Context: an optimization exercise on an open-source flow, tuned for small area, a short achievable clock period and few clock cycles. The choices shown serve that exercise and are no tape-out recipe. The RTL was checked by simulation tests, not by an equivalence proof against the original design. Power figures rest on the tool's default switching activity, not on a simulated workload.

## tundra
## rank_code_stream_decoder_unit
module rank_code_stream_decoder_unit
#(
  parameter int MAX_SYMBOLS = 255,
  parameter int MAX_WIDTH   = 4
) (
  input  logic       clk,
  input  logic       rst_n,
  input  logic       in_valid,
  output logic       in_ready,
  input  logic [7:0] in_stream_byte,
  output logic       out_valid,
  input  logic       out_ready,
  output logic [7:0] out_symbol,
  output logic       out_unknown_code,
  output logic       out_end_of_frame,
  output logic       out_last
);
  logic [7:0]  ib;
  logic        ib_v;
  logic [7:0]  fb [5];
  logic [4:0]  fgt;
  logic        in_rdy_r;
  logic [1:0]  phase;
  logic [7:0]  cnt;         
  logic [2:0]  wid;         
  logic [3:0]  wmask;       
  logic [7:0]  k1;          
  logic        sym_first;   
  logic [7:0]  ac;          
  logic [7:0]  sl;          
  logic        sl_z;        
  logic        fin;         
  logic [1:0]  zc;          
  logic [7:0]  z1;          
  logic [2:0]  bp;          
  logic        bp_nz;       
  logic [11:1] pw_oh;       
  logic        term_r;      
  logic        a_v;
  logic [7:0]  a_r1;        
  logic        a_big;       
  logic [7:0]  a_cnt;
  logic        a_hdr;
  logic        a_slow;
  logic        l1_v;
  logic [7:0]  l1_lo;       
  logic [7:0]  l1_mid;      
  logic [1:0]  l1_hi;       
  logic        l1_known;
  logic        l1_hdr;      
  logic        l1_slow;     
  logic        l1_lastp;
  logic        l2_v;
  ...
For scale: ~4,800 cells after synthesis, about 0.065 mm^2 of cells after synthesis.
Settings: LEC_CHECK=0, ABC_CLOCK_PERIOD_IN_PS=2000, CAP_MARGIN=20, CORE_MARGIN=2, CORE_UTILIZATION=40, CTS_CLUSTER_DIAMETER=70, CTS_CLUSTER_SIZE=28, SETUP_SLACK_MARGIN=4.0, SLEW_MARGIN=20; clock period 7.0 ns.
run.sh (not shown) runs the stock make flow with config.mk's settings and CLKGATE_MAP_FILE= SYNTH_SCRIPT=/design/flow/synth_recipe.tcl, a recipe that flattens the netlist after the stock synthesis.
tundra reached the final stage; the timing, design-rule and antenna checks on its layout passed.
Testbench counts of tundra, summed over its fixed seeds: cycles 22,759.
Edits applied to the flow inputs when going from tundra to onyx:
Settings: changing CORE_UTILIZATION from 40 to 55.
Results
onyx ended with every stage complete and zero timing, DRC or antenna violations.
tundra has completed all stages; timing, DRC and antenna checks passed.
When onyx is measured against tundra, its final RePlAce weighted congestion turns out 0.0047 higher.
Between tundra and onyx, cell area is higher for tundra, onyx comes in under that.
The via count reported for onyx is lower than the one for tundra.
Between tundra and onyx, the arrival time of the worst setup path does not differ in any meaningful way.
| critical path depth | tundra vs onyx | ≈ equal |
> inputs changed (onyx -> yarrow)
Settings: ABC_CLOCK_PERIOD_IN_PS no longer set, was 2000; ABC_AREA now 1, previously not set; CORE_UTILIZATION now 40, was 55.
--- outcome ---
- Each of the runs, namely yarrow and onyx, reached the end of the flow and came out clean.
- yarrow ended up with a higher clock power than onyx did.
- yarrow gives less buffer count from post-CTS setup fixing than onyx did.
- Diff onyx -> yarrow: final worst-path setup slack has increased, proportion of final cell area spent on non-clock buffers has decreased, largest driver fanout on the critical path has decreased.

========
rank_code_stream_decoder_unit, a different RTL version from the one above (not shown whole).
Size: ~4900 cells after synthesis, about 2300 flip-flops, about 25 I/O pins, roughly 64000 µm² of cells after synthesis.
make LEC_CHECK=0 ABC_CLOCK_PERIOD_IN_PS=2000 CAP_MARGIN=20 CORE_MARGIN=2 CORE_UTILIZATION=40 CTS_CLUSTER_DIAMETER=80 CTS_CLUSTER_SIZE=32 SETUP_SLACK_MARGIN=4.0 SLEW_MARGIN=20 finish   # period 7.0 ns
Testbench counts at the start, summed over its fixed seeds: cycles 22,759.
Then changed:
- CTS_CLUSTER_DIAMETER: 80 -> 60
- CTS_CLUSTER_SIZE: 32 -> 24
What happened:
- flip-flop and latch count does not change
- design area is higher by 1.9%
- final cell count is higher by 1.0%
- wire length is higher by 0.63%
- combinational power barely changes
- area after synthesis stays the same
- die area stays the same
- clock power is higher by 24%
- first-iteration DRC count is lower by 0.46%
- sequential power hardly moves

========
rank_code_stream_decoder_unit, a different RTL version from the one above (not shown whole).
Size: roughly 4,800 cells after synthesis, ~2,200 flip-flops, about 25 I/O pins.
clock: 7.0 ns
lec_check: 0
abc_clock_period_in_ps: 1500
cap_margin: 20
core_margin: 2
core_utilization: 40
setup_slack_margin: 4.6
slew_margin: 20
Testbench counts at the start, summed over its fixed seeds: cycles 22,751.
Edit:
--- a/flow/config.mk
+++ b/flow/config.mk
@@ -11,2 +11,4 @@
 export CORE_UTILIZATION = 40
+export CTS_CLUSTER_DIAMETER = 60
+export CTS_CLUSTER_SIZE = 24
 export SETUP_SLACK_MARGIN = 4.6
The new run ran to the end with no violations; global-route usage goes down by 0.69 points; total power goes down by 15%; wire length goes down by 2.2%; via count goes down by 1.8%; combinational power barely changes; sequential share of layout area goes up by 2.8 points; design area goes down by 4.5%; setup slack loses 0.068 ns; first-iteration DRC count goes down by 1.6%; cell count goes down by 2.3%.
Edit:
--- a/flow/config.mk
+++ b/flow/config.mk
@@ -7,3 +7,3 @@
 export LEC_CHECK = 0
-export ABC_CLOCK_PERIOD_IN_PS = 1500
+export ABC_CLOCK_PERIOD_IN_PS = 3000
 export CAP_MARGIN = 20
@@ -11,5 +11,3 @@
 export CORE_UTILIZATION = 40
-export CTS_CLUSTER_DIAMETER = 60
-export CTS_CLUSTER_SIZE = 24
-export SETUP_SLACK_MARGIN = 4.6
+export SETUP_SLACK_MARGIN = 4.0
 export SLEW_MARGIN = 20
What happened: Via count barely changes; worst setup slack got worse by 0.047 ns; clock-buffer cell count came out higher by 146; cell count goes up slightly; cell area came out higher by a few percent; wire length went down slightly; register-to-register slack gets worse by 0.05 ns; first-iteration DRC count increases slightly; total power grows by about a fifth; fmax fell slightly; worst hold slack loses 0.0039 ns.
Edit:
--- a/flow/config.mk
+++ b/flow/config.mk
@@ -7,3 +7,3 @@
 export LEC_CHECK = 0
-export ABC_CLOCK_PERIOD_IN_PS = 3000
+export ABC_CLOCK_PERIOD_IN_PS = 2000
 export CAP_MARGIN = 20
@@ -11,2 +11,3 @@
 export CORE_UTILIZATION = 40
+export CTS_BUF_LIST = sky130_fd_sc_hd__clkbuf_8
 export SETUP_SLACK_MARGIN = 4.0
The new run finished with timing, DRC and antenna clean. Count of clock-buffer cells in the layout climbs by 126. Non-clock buffer count goes up by 8. Sequential power is about the same. Wire length is higher by 0.87%. Total power goes down by 2.9%. Synthesized cell count does not change. Setup slack improved by 0.084 ns. Register-to-register slack gets better by 0.08 ns.

========
Another version of the RTL of rank_code_stream_decoder_unit (not shown whole).
Size in the first run: ~2300 flip-flops.
Settings: LEC_CHECK=0, ABC_CLOCK_PERIOD_IN_PS=2000, CAP_MARGIN=20, CORE_MARGIN=2, CORE_UTILIZATION=40, CTS_CLUSTER_DIAMETER=70, CTS_CLUSTER_SIZE=28, PLACE_DENSITY=0.75, SETUP_SLACK_MARGIN=4.3, SLEW_MARGIN=20; clock period 7.0 ns.
Testbench counts at the start, summed over its fixed seeds: cycles 22,759.
==> next run, changes <==
--- a/flow/config.mk
+++ b/flow/config.mk
@@ -15 +15 @@
-export SETUP_SLACK_MARGIN = 4.3
+export SETUP_SLACK_MARGIN = 4.0
After rerunning:
- clock power came out higher by a few percent
- synthesized area is unchanged
- via count came out lower by a few percent
- sequential share of layout area came out higher by 2.7 points

========
Setup of the previous run:
Another version of the RTL of rank_code_stream_decoder_unit (not shown whole).
For scale: ~2,300 flip-flops, roughly 25 I/O pins.
// rank_code_stream_decoder_unit
module rank_code_stream_decoder_unit
#(
  parameter int MAX_SYMBOLS = 255,
  parameter int MAX_WIDTH   = 4
) (
  input  logic       clk,
  input  logic       rst_n,
  input  logic       in_valid,
  output logic       in_ready,
  input  logic [7:0] in_stream_byte,
  output logic       out_valid,
  input  logic       out_ready,
  output logic [7:0] out_symbol,
  output logic       out_unknown_code,
  output logic       out_end_of_frame,
  output logic       out_last
);
  logic [7:0]  fb [4];
  logic [3:0]  fgt;
  logic        in_rdy_r;
  logic [1:0]  phase;
  logic [7:0]  cnt;         
  logic [2:0]  wid;         
  logic [3:0]  wmask;       
  logic [3:0]  wmask_b;     
  logic [3:0]  wmask_nxt;
  logic [7:0]  k1;          
  logic        sym_first;   
  logic [7:0]  ac;          
  logic [7:0]  sl;          
  logic        sl_z;        
  logic        fin;         
  logic [1:0]  zc;          
  logic [7:0]  z1;          
  logic [2:0]  bp;          
  logic        bp_nz;       
  logic [11:1] pw_oh;       
  logic [11:1] pw_oh_b;     
  logic        term_r;      
  logic        a_v;
  logic [7:0]  a_r1;        
  logic        a_big;       
  logic        a_hdr;
  logic        a_slow;
  logic        l1_v;
  logic [7:0]  l1_lo;       
  logic [7:0]  l1_mid;      
  logic [7:0]  l1_mid_b;    
  logic [1:0]  l1_hi;       
  logic        l1_known;
  logic        l1_hdr;      
  logic        l1_slow;     
  logic        l1_lastp;
  logic        l2_v;
  logic [3:0][7:0] l2_q;
  logic [3:0]  l2_hi;       
  logic [3:0]  l2_hi_b;     
  ...
export LEC_CHECK = 0
export ABC_CLOCK_PERIOD_IN_PS = 2000
export CAP_MARGIN = 20
export CORE_MARGIN = 2
export CORE_UTILIZATION = 40
export CTS_CLUSTER_DIAMETER = 70
export CTS_CLUSTER_SIZE = 28
export SETUP_SLACK_MARGIN = 4.0
export SLEW_MARGIN = 20
create_clock -name core_clock -period 7.0 [get_ports {clk}]
Testbench counts of the previous run, summed over its fixed seeds: cycles 22,751.
The following lists how the current run was set up differently from the previous run:
diff --git a/flow/config.mk b/flow/config.mk
--- a/flow/config.mk
+++ b/flow/config.mk
@@ -13,0 +14 @@
+export PLACE_DENSITY = 0.75
Findings:
The current run vs. the previous run: clock buffer count from CTS shrank by about 8%; die area saw little to no change; area overhead of the layout relative to synthesis went down 0.93 points. The current run vs the previous run, global routing met2 resource utilization went down by 4.3 points. The current run vs the previous run — worst slack at placement rose 51 ps. Looking only at worst setup margin, and setting everything else aside, the higher value of the previous run and the current run goes to the previous run. Against the previous run, the current run reports a hold slack that is lower. Lower sequential group share of total power was reported by the previous run, not the current run. Taking the previous run as the reference, in the current run count of clock buffers in the final design shrank by 21, total power shrank by about 3%.

re-timing with driven ports:
Ports are ideal in the flow. The routed layouts listed here were re-timed in OpenROAD. Step 1 (the two cells are an assumption about what drives the block):
set clk [get_ports {clk}]
set_driving_cell -lib_cell sky130_fd_sc_hd__clkbuf_16 $clk
set_driving_cell -lib_cell sky130_fd_sc_hd__buf_2 [delete_from_list [all_inputs] $clk]
Step 2 moves the port delays by t, midway between the first and last clock arrival at a register: inputs arrive t later, outputs are due t later. That takes back most of the time a late clock gives input paths. a / b / c = no drivers / after step 1 / after step 2; a / b = the first two.
run | t (ns) | slack for setup (ns) | worst setup path after step 2
tundra | 0.827 | 3.959 / 3.959 / 3.578 | input to register
onyx | 0.817 | 3.899 / 3.899 / 3.844 | input to register
yarrow | 0.851 | 3.921 / 3.921 / 3.921 | register to register
the first run of note 2 | 0.833 | 3.934 / 3.934 / 3.888 | input to register
the second run of note 2 | 0.864 | 3.902 / 3.902 / 3.853 | input to register
the first run of note 3 | 0.927 | 3.674 / 3.674 / 3.674 | register to register
the second run of note 3 | 0.850 | 3.606 / 3.606 / 3.606 | register to register
the third run of note 3 | 0.902 | 3.559 / 3.559 / 3.559 | register to register
the fourth run of note 3 | 1.078 | 3.643 / 3.643 / 3.643 | register to register
the first run of note 4 | 0.826 | 4.023 / 4.023 / 3.984 | input to register
the second run of note 4 | 0.803 | 3.942 / 3.942 / 3.942 | register to register
the previous run | 0.828 | 3.981 / 3.971 / 3.366 | input to register
the current run | 0.832 | 3.941 / 3.941 / 3.298 | input to register
After both steps setup and hold are still met in every run listed. The setup slack of the current run, which loses most, moves by 0.000 ns with the drivers and by -0.643 ns with both steps.
